This design comes from an exercise in tuning for small area and a short achievable clock period on the open sky130 flow, not from production work.
Function was checked by simulation only, so behaviour that the tests miss may differ from the original.
No activity file was given, so power comes from the tool's default toggle rates.

==> flow/run.sh <==
#!/bin/bash
# Standard layout, with repair_timing aiming for a larger setup slack so the
# achieved clock period (not just the 17 ns target) is optimised.
set -euo pipefail
bash standard.sh SETUP_SLACK_MARGIN=10 finish > standard.log 2>&1
==> standard.sh <==
#!/bin/bash
# synth_recipe.tcl (not shown) runs the flow's synth.tcl, then flattens the netlist and writes it again
# the make line also repeats each setting of config.mk as NAME=value (left out here)
make -C /OpenROAD-flow-scripts/flow DESIGN_CONFIG=/design/flow/config.mk WORK_HOME=/design/flow/orfs CLKGATE_MAP_FILE= SYNTH_SCRIPT=/design/flow/synth_recipe.tcl "${@:-finish}"
==> config.mk <==
export PLATFORM = sky130hd
export DESIGN_NAME = maf_rr_scheduler
export DESIGN_NICKNAME = maf_rr_scheduler
export VERILOG_FILES = /design/flow/design.v
export SDC_FILE = /design/flow/constraint.sdc
export NUM_CORES = 4
export LEC_CHECK = 0
export CAP_MARGIN = 20
export CORE_MARGIN = 2
export CORE_UTILIZATION = 40
export SLEW_MARGIN = 20
==> constraint.sdc <==
create_clock -name core_clock -period 17.0 [get_ports {clk}]
set_input_delay 3.4000 -clock core_clock [delete_from_list [all_inputs] [get_ports {clk}]]
set_output_delay 3.4000 -clock core_clock [all_outputs]
set_load 0.01 [all_outputs]
==> design.v <==
module maf_rr_scheduler (
  input  logic        clk,
  input  logic        rst,
  input  logic [3:0]  in_valid,
  input  logic [39:0] in_data,
  output logic [3:0]  in_ready,
  input  logic [3:0]  clr,
  output logic        out_valid,
  input  logic        out_ready,
  output logic [9:0]  out_data,
  output logic [1:0]  out_ch,
  output logic        out_primed
);
  localparam logic [9:0] Q0 = 10'd477;
  localparam logic [6:0] R0 = 7'd13;
  function automatic logic [19:0] cadd10(input logic [9:0] a, input logic [9:0] b);
    logic [9:0] g, p, gg, pp, s0, s1;
    g  = a & b;
    p  = a ^ b;
    gg = g;
    pp = p;
    for (int l = 0; l < 4; l++) begin
      for (int i = 0; i < 10; i++) begin
        if (((i >> l) & 1) == 1) begin
          gg[i] = gg[i] | (pp[i] & gg[((i >> l) << l) - 1]);
          pp[i] = pp[i] & pp[((i >> l) << l) - 1];
        end
      end
    end
    s0[0] = p[0];
    s1[0] = ~p[0];
    for (int i = 1; i < 10; i++) begin
      s0[i] = p[i] ^ gg[i-1];
      s1[i] = p[i] ^ (gg[i-1] | pp[i-1]);
    end
    cadd10 = {s1, s0};
  endfunction
  function automatic logic [19:0] csa10(input logic [9:0] a, input logic [9:0] b,
                                        input logic [9:0] c, input logic ci);
    logic [9:0] s, k;
    s = a ^ b ^ c;
    k = (a & b) | (a & c) | (b & c);
    csa10 = {k[8:0], ci, s};
  endfunction
  function automatic logic [15:0] incdec8(input logic [7:0] x);
    logic [7:0] ci, bi;
    ci[0] = 1'b1;
    bi[0] = 1'b1;
    for (int i = 1; i < 8; i++) begin
      ci[i] = ci[i-1] & x[i-1];
      bi[i] = bi[i-1] & ~x[i-1];
    end
    incdec8 = {x ^ bi, x ^ ci};
  endfunction
  logic [3:0][13:0][9:0] hist_q;
  logic [3:0][9:0]       q_q;
  logic [3:0][6:0]       r_q;
  logic [3:0][3:0]       fill_q;
  logic [1:0]            last_q;
  logic        out_valid_q;
  logic [9:0]  out_data_q;
  logic [1:0]  out_ch_q;
  logic        out_primed_q;
  logic [3:0] elig, gnt;
  logic [1:0] grant;
  logic       found, accept;
  assign elig  = in_valid & ~clr;
  assign found = |elig;
  always_comb begin
    case (last_q)
      2'd0:    gnt = elig[1] ? 4'b0010 : elig[2] ? 4'b0100 : elig[3] ? 4'b1000 : elig[0] ? 4'b0001 : 4'b0000;
      2'd1:    gnt = elig[2] ? 4'b0100 : elig[3] ? 4'b1000 : elig[0] ? 4'b0001 : elig[1] ? 4'b0010 : 4'b0000;
      2'd2:    gnt = elig[3] ? 4'b1000 : elig[0] ? 4'b0001 : elig[1] ? 4'b0010 : elig[2] ? 4'b0100 : 4'b0000;
      default: gnt = elig[0] ? 4'b0001 : elig[1] ? 4'b0010 : elig[2] ? 4'b0100 : elig[3] ? 4'b1000 : 4'b0000;
    endcase
  end
  assign grant    = {gnt[3] | gnt[2], gnt[3] | gnt[1]};
  assign accept   = found && (!out_valid_q || out_ready) && !rst;
  assign in_ready = accept ? gnt : 4'b0000;
  logic [3:0][9:0] samp, oldc;
  logic [3:0][6:0] rrc;
  logic [3:0]      prim;
  always_comb begin
    for (int i = 0; i < 4; i++) begin
      samp[i] = in_data[10*i +: 10] ^ 10'h200;
      prim[i] = fill_q[i][3] & fill_q[i][2] & fill_q[i][1];
      oldc[i] = prim[i] ? hist_q[i][13] : 10'd512;
      rrc[i]  = {{4{r_q[i][6]}}, r_q[i][6:4]} + {3'b0, r_q[i][3:0]};
    end
  end
  logic [9:0] din, q_g, o_g;
  logic [2:0] rh_g;
  logic [6:0] rr_g;
  logic       primed;
  always_comb begin
    din    = '0;
    q_g    = '0;
    rh_g   = '0;
    rr_g   = '0;
    o_g    = '0;
    primed = 1'b0;
    for (int i = 0; i < 4; i++) begin
      din    = din    | (gnt[i] ? samp[i]          : 10'd0);
      q_g    = q_g    | (gnt[i] ? q_q[i]           : 10'd0);
      rh_g   = rh_g   | (gnt[i] ? r_q[i][6:4]      : 3'd0);
      rr_g   = rr_g   | (gnt[i] ? rrc[i]           : 7'd0);
      o_g    = o_g    | (gnt[i] ? oldc[i]          : 10'd0);
      primed = primed | (gnt[i] & prim[i]);
    end
  end
  logic [19:0] cs_d, cs_t, ad_t, ad_r;
  logic [6:0]  t, po, r_new;
  assign cs_d  = csa10({6'b0, din[3:0]}, {6'b0, din[7:4]}, {8'b0, din[9:8]}, 1'b0);
  assign cs_t  = csa10(cs_d[9:0], cs_d[19:10], {{3{rr_g[6]}}, rr_g}, 1'b0);
  assign ad_t  = cadd10(cs_t[9:0], cs_t[19:10]);
  assign po    = {3'b0, o_g[3:0]} + {3'b0, o_g[7:4]} + {5'b0, o_g[9:8]};
  assign ad_r  = cadd10({3'b0, t}, {3'b111, ~po});
  assign t     = ad_t[6:0];
  assign r_new = ad_r[16:10];
  logic [19:0] cs_a1, cs_a, ad_a;
  logic [9:0]  a, y0, y1, quot;
  logic [2:0]  ft;
  logic        nz;
  logic [7:0]  ahi;
  logic [15:0] id_a;
  logic [3:0]  lo0, lo1;
  assign cs_a1 = csa10(q_g, {{7{rh_g[2]}}, rh_g}, {4'b0, din[9:4]}, 1'b0);
  assign cs_a  = csa10(cs_a1[9:0], cs_a1[19:10], {8'b0, din[9:8]}, 1'b0);
  assign ad_a  = cadd10(cs_a[9:0], cs_a[19:10]);
  assign a     = ad_a[9:0];
  always_comb begin
    if (t[6])              ft = 3'b111;
    else if (t >= 7'd45)   ft = 3'd3;
    else if (t >= 7'd30)   ft = 3'd2;
    else if (t >= 7'd15)   ft = 3'd1;
    else                   ft = 3'd0;
    nz = !(t == 7'd0 || t == 7'd15 || t == 7'd30 || t == 7'd45);
  end
  assign ahi  = a[9:2];
  assign id_a = incdec8(ahi);
  assign lo0  = {2'b0, a[1:0]} + {ft[2], ft};
  assign lo1  = {2'b0, a[1:0]} + {ft[2], ft} + 4'd1;
  assign y0   = {lo0[3] ? id_a[15:8] : lo0[2] ? id_a[7:0] : ahi, lo0[1:0]};
  assign y1   = {lo1[3] ? id_a[15:8] : lo1[2] ? id_a[7:0] : ahi, lo1[1:0]};
  assign quot = ((!y0[9] && nz) ? y1 : y0) ^ 10'h200;
  logic [19:0] cs_n1, cs_n2, ad_n;
  logic [9:0]  q_new;
  assign cs_n1 = csa10(cs_a[9:0], cs_a[19:10], ~{4'b0, o_g[9:4]}, 1'b1);
  assign cs_n2 = csa10(cs_n1[9:0], cs_n1[19:10], ~{8'b0, o_g[9:8]}, 1'b1);
  assign ad_n  = cadd10(cs_n2[9:0], cs_n2[19:10]);
  assign q_new = ad_n[9:0];
  always_ff @(posedge clk) begin
    for (int i = 0; i < 4; i++)
      if (accept && gnt[i])
        hist_q[i] <= {hist_q[i][12:0], samp[i]};
  end
  always_ff @(posedge clk or posedge rst) begin
    if (rst) begin
      for (int i = 0; i < 4; i++) begin
        q_q[i] <= Q0;
        r_q[i] <= R0;
      end
      fill_q       <= '0;
      last_q       <= 2'd3;
      out_valid_q  <= 1'b0;
      out_data_q   <= '0;
      out_ch_q     <= '0;
      out_primed_q <= 1'b0;
    end else begin
      for (int i = 0; i < 4; i++) begin
        if (clr[i]) begin
          q_q[i]    <= Q0;
          r_q[i]    <= R0;
          fill_q[i] <= '0;
        end else if (accept && gnt[i]) begin
          q_q[i]    <= q_new;
          r_q[i]    <= r_new;
          if (fill_q[i] != 4'd15) fill_q[i] <= fill_q[i] + 4'd1;
        end
      end
      if (accept) begin
        last_q       <= grant;
        out_valid_q  <= 1'b1;
        out_data_q   <= quot;
        out_ch_q     <= grant;
        out_primed_q <= primed;
      end else if (out_ready) begin
        out_valid_q  <= 1'b0;
      end
    end
  end
  assign out_valid  = out_valid_q;
  assign out_data   = out_data_q;
  assign out_ch     = out_ch_q;
  assign out_primed = out_primed_q;
endmodule
==> summary.txt <==
## critical path, stage by stage
cell and delay [ns]:
clkdlybuf4s15_2 0.21, nor2b_4 0.18, nand2_4 0.08, and3_4 0.20, buf_12 0.15, a222oi_1 0.64
a21boi_2 0.37, fa_1 0.46, inv_2 0.07, fa_2 0.46, ha_4 0.18, a21o_1 0.16
a21oi_2 0.18, fa_2 0.49, a21oi_2 0.15, o21ai_1 0.08, a221o_1 0.31, ha_2 0.20
inv_2 0.05, fa_2 0.47, nor2b_4 0.14, or4b_4 0.48, and3_4 0.21, a31o_1 0.22
nand2b_4 0.14, a221oi_2 0.24, nor2_1 0.08
## what timing repair did
| action | in CTS | in global routing |
|---|---|---|
| endpoints found under the setup margin | 394 | 74 |
| setup buffers | 56 | 50 |
| cloned | 8 | 6 |
| gates resized for setup | 157 | 130 |
| pin swaps | 68 | 84 |
| endpoints found under the hold margin | 0 | 0 |
## layout make-up
cell class,instances,area [um^2]
diodes,1,2.50
clock buffers,82,1770
clock inverters,41,527
fillers,5298,31100
inverters,115,474
multi-input cells,742,6600
flip-flops and latches,660,19400
well taps,846,1060
repair buffers,201,2090
repair inverters,3,43.8
## Yosys cell counts (5+ instances only)
library cell  instances
a211oi_1              8
a21boi_0             12
a21o_1               11
a21oi_1              30
a222oi_1             25
a31oi_1               8
and2_1                5
buf_2                 6
clkbuf_1             33
dfrtp_1              58
dfstp_2              42
edfxtp_1            560
fa_1                 35
ha_1                 97
inv_1               114
mux2i_1              11
nand2_1             101
nand2b_1             11
nand3_1              22
nand3b_1             22
nand4_1               8
nor2_1               45
nor2b_1               8
nor3_1               11
o21a_1                7
o21ai_0             141
or3_1                14
xnor2_1              22
xor2_1               19
## where the power goes
part	leakage [nW]	internal, mW	switching (mW)
clock	1.11	0.916	0.602
combinational	4.16	1.77	1.83
sequential	6.29	1.84	0.0464
## metrics by stage
step / area, um^2 / util [%]
2_1_floorplan: 25900 / -
3_3_place_gp: 27500 / 43.7
3_5_place_dp: 27500 / 43.7
4_1_cts: 31000 / 49.1
5_1_grt: 31900 / 50.6
6_report: 31900 / 50.6
## layer usage
layer  up-vias  global-route usage [%]  wire length (um)
li1       6306                       -                 -
met1      6957                    21.9             23500
met2       416                    26.4             26600
met3       115                    2.67              2790
met4         2                    6.78              2070
met5         -                       0                12
## cell families after synthesis
group / count (synthesis)
buf+inv: 157
xor+xnor: 43
compound gates: 281
mux: 11
fa+ha+maj: 132
flops: 660
simple gates: 272
## sequential cells by signal, summed over array words and instances, names as in the netlist
name / cells
q_q: 40
out_primed_q: 1
out_data_q: 10
out_ch_q: 2
fill_q: 16
r_q: 28
last_q: 2
out_valid_q: 1
hist_q: 560
## worst paths after layout
kind                                              to  slack [ns]  cells after the start
min in group asynchronous    out_valid_q$_DFFE_PP0P_        3.03                      2
max in group asynchronous        r_q[11]$_DFFE_PP0P_       12.73                      3
hold reg to reg                hist_q[467]$_DFFE_PP_        0.41                      0
hold / removal                 hist_q[467]$_DFFE_PP_        0.41                      0
setup reg to reg           out_data_q[9]$_DFFE_PP0P_        9.91                     25
setup / recovery           out_data_q[9]$_DFFE_PP0P_        7.48                     27
==> impl_metrics.tcl <==
set metrics [dict create \
    status "no timing/DRC/antenna violations" \
    post-route-period-util_pct 56.0 \
    synth_compound_area_share_pct 6.92 \
    end_kind "register" \
    first_pass_iters 8 \
    p_total_mw 7.00 \
    rows 92 \
    area_delta_synth_final_pct 25.1 \
    final_cell_mix "560 x edfxtp_1, 96 x inv_1, 95 x nand2_1" \
    synthXorXnorAreaFrac_pct 1.56 \
    stdcell_count 2691 \
    netlist_area_um2 25500 \
    finish.net_count 1974 \
    gp_congestion 0.827 \
    vias 13800 \
    synthMuxAreaShare_pct 0.431 \
    die_w_um 257 \
    tns_ns 0 \
    tightest_slew_ns 1.02 \
    cts_buffer_depth 3 \
    setup_ws_ns 7.48 \
    min_period_ns 9.52 \
    maxCapViolations 0 \
    path_max_fanout 8 \
    final_common_cell "edfxtp_1" \
    drc_errors 0 \
    grt_pass1_vias 13500 \
    leakage_nw 11.6 \
    startpoint "in_valid[3]" \
    port_buffers 68 \
    required_ns 17.47 \
    synth.area.top_cells "edfxtp_1 66%, dfrtp_1 5.7%, ha_1 4.8%" \
    grt_start_max_net_pins 81 \
    dpl.hpwl_um 33500 \
    ant_nets 0 \
    fin_skew_ns 0.0306 \
    yosys_warnings 1 \
    max-slew-margin-rel_pct 32.2 \
    post-place-ws_ns 5.10 \
    viasPerCell 5.13 \
    maxSlewViolCount 0 \
    cts_made_buffers 68 \
    drt_iter0_drc 1067 \
    worst_setup_path_start_kind "input pin" \
    synth_area_per_cell_um2 16.4 \
    cts_tree "built" \
    antenna_found_initial 2 \
    fp.dieArea_um2 65900 \
    yosysUniqueCellTypes 66 \
    start_util_pct 40.5 \
    htreeDepth 3 \
    p_per_area_nw_per_um2 219 \
    setup_viol 0 \
    ys_ff_latch 660 \
    drt-total-wl_um 55000 \
    synth_flop_cell "edfxtp_1" \
    fp.dieH_um 257 \
    postSynth.asyncResetShare_pct 15.2 \
    io_pins 69 \
    syn_nets 1739 \
    place_inst 2447 \
    wl_per_cell_um 20.4 \
    grt_pass1_wl_um 81200 \
    hold_start "hist_q[457]$_DFFE_PP_" \
    clock.fmax_mhz 105 \
    crit_type "in -> reg" \
    netlist_instances 1556 \
    coreArea_um2 63100 \
    root_buffer "clkbuf_16" \
    yosysSeqAreaShare_pct 75.8 \
    synth-edff-count 560 \
    grt_usage_pct 16.3 \
    grt-ovfl-total 0 \
    clock_sinks 660 \
    holdBufCountCts 0 \
    cp_data_arrival_time_ns 10.00 \
    ir_drop_v 0.000227 \
    rsz0062_at_grt "true" \
    whs_ns 0.405 \
    hold_viol 0 \
    worst_skew_pair.late_latency_ns 0.60 \
    clkTransAtPathRegs_ns 0.06 \
    yosysTopAreaCellShare_pct 65.8 \
    synth_largest_area_cell "edfxtp_1" \
    yosys.area_share.adder_pct 7.49 \
    crit-reg2reg-launch "last_q[0]$_DFFE_PP1P_" \
    drive_above_1_share_pct 25.2 \
    worstHoldPathType "reg -> reg" \
    synth_top_family_by_area "adder cells" \
    synthSimpleGateAreaFrac_pct 5.42 \
]

[what the ideal ports hide]
In the flow no input, the clock included, has a driving cell. The finished layout below was timed again as built, in two steps.
Step 1 sets driving cells, clkbuf_16 on the clock port and buf_2 on the other inputs (assumed; they add their load-dependent delay and slew).
Step 2 adds t to the input delays and takes it off the output delays; t is the mean of the earliest and latest rising clock arrival at the registers after step 1. Input paths then give back, and output paths get back, about the clock's delay inside the block.
Three values: no drivers, after step 1, after step 2; two values: the first two.
t (ns): 0.645
slack for setup (ns): 7.478 / 7.492 / 6.848
worst setup path after step 2: input to register
After both steps this run still meets setup and hold. The setup slack of this run moves by +0.014 ns with the drivers and by -0.630 ns with both steps.
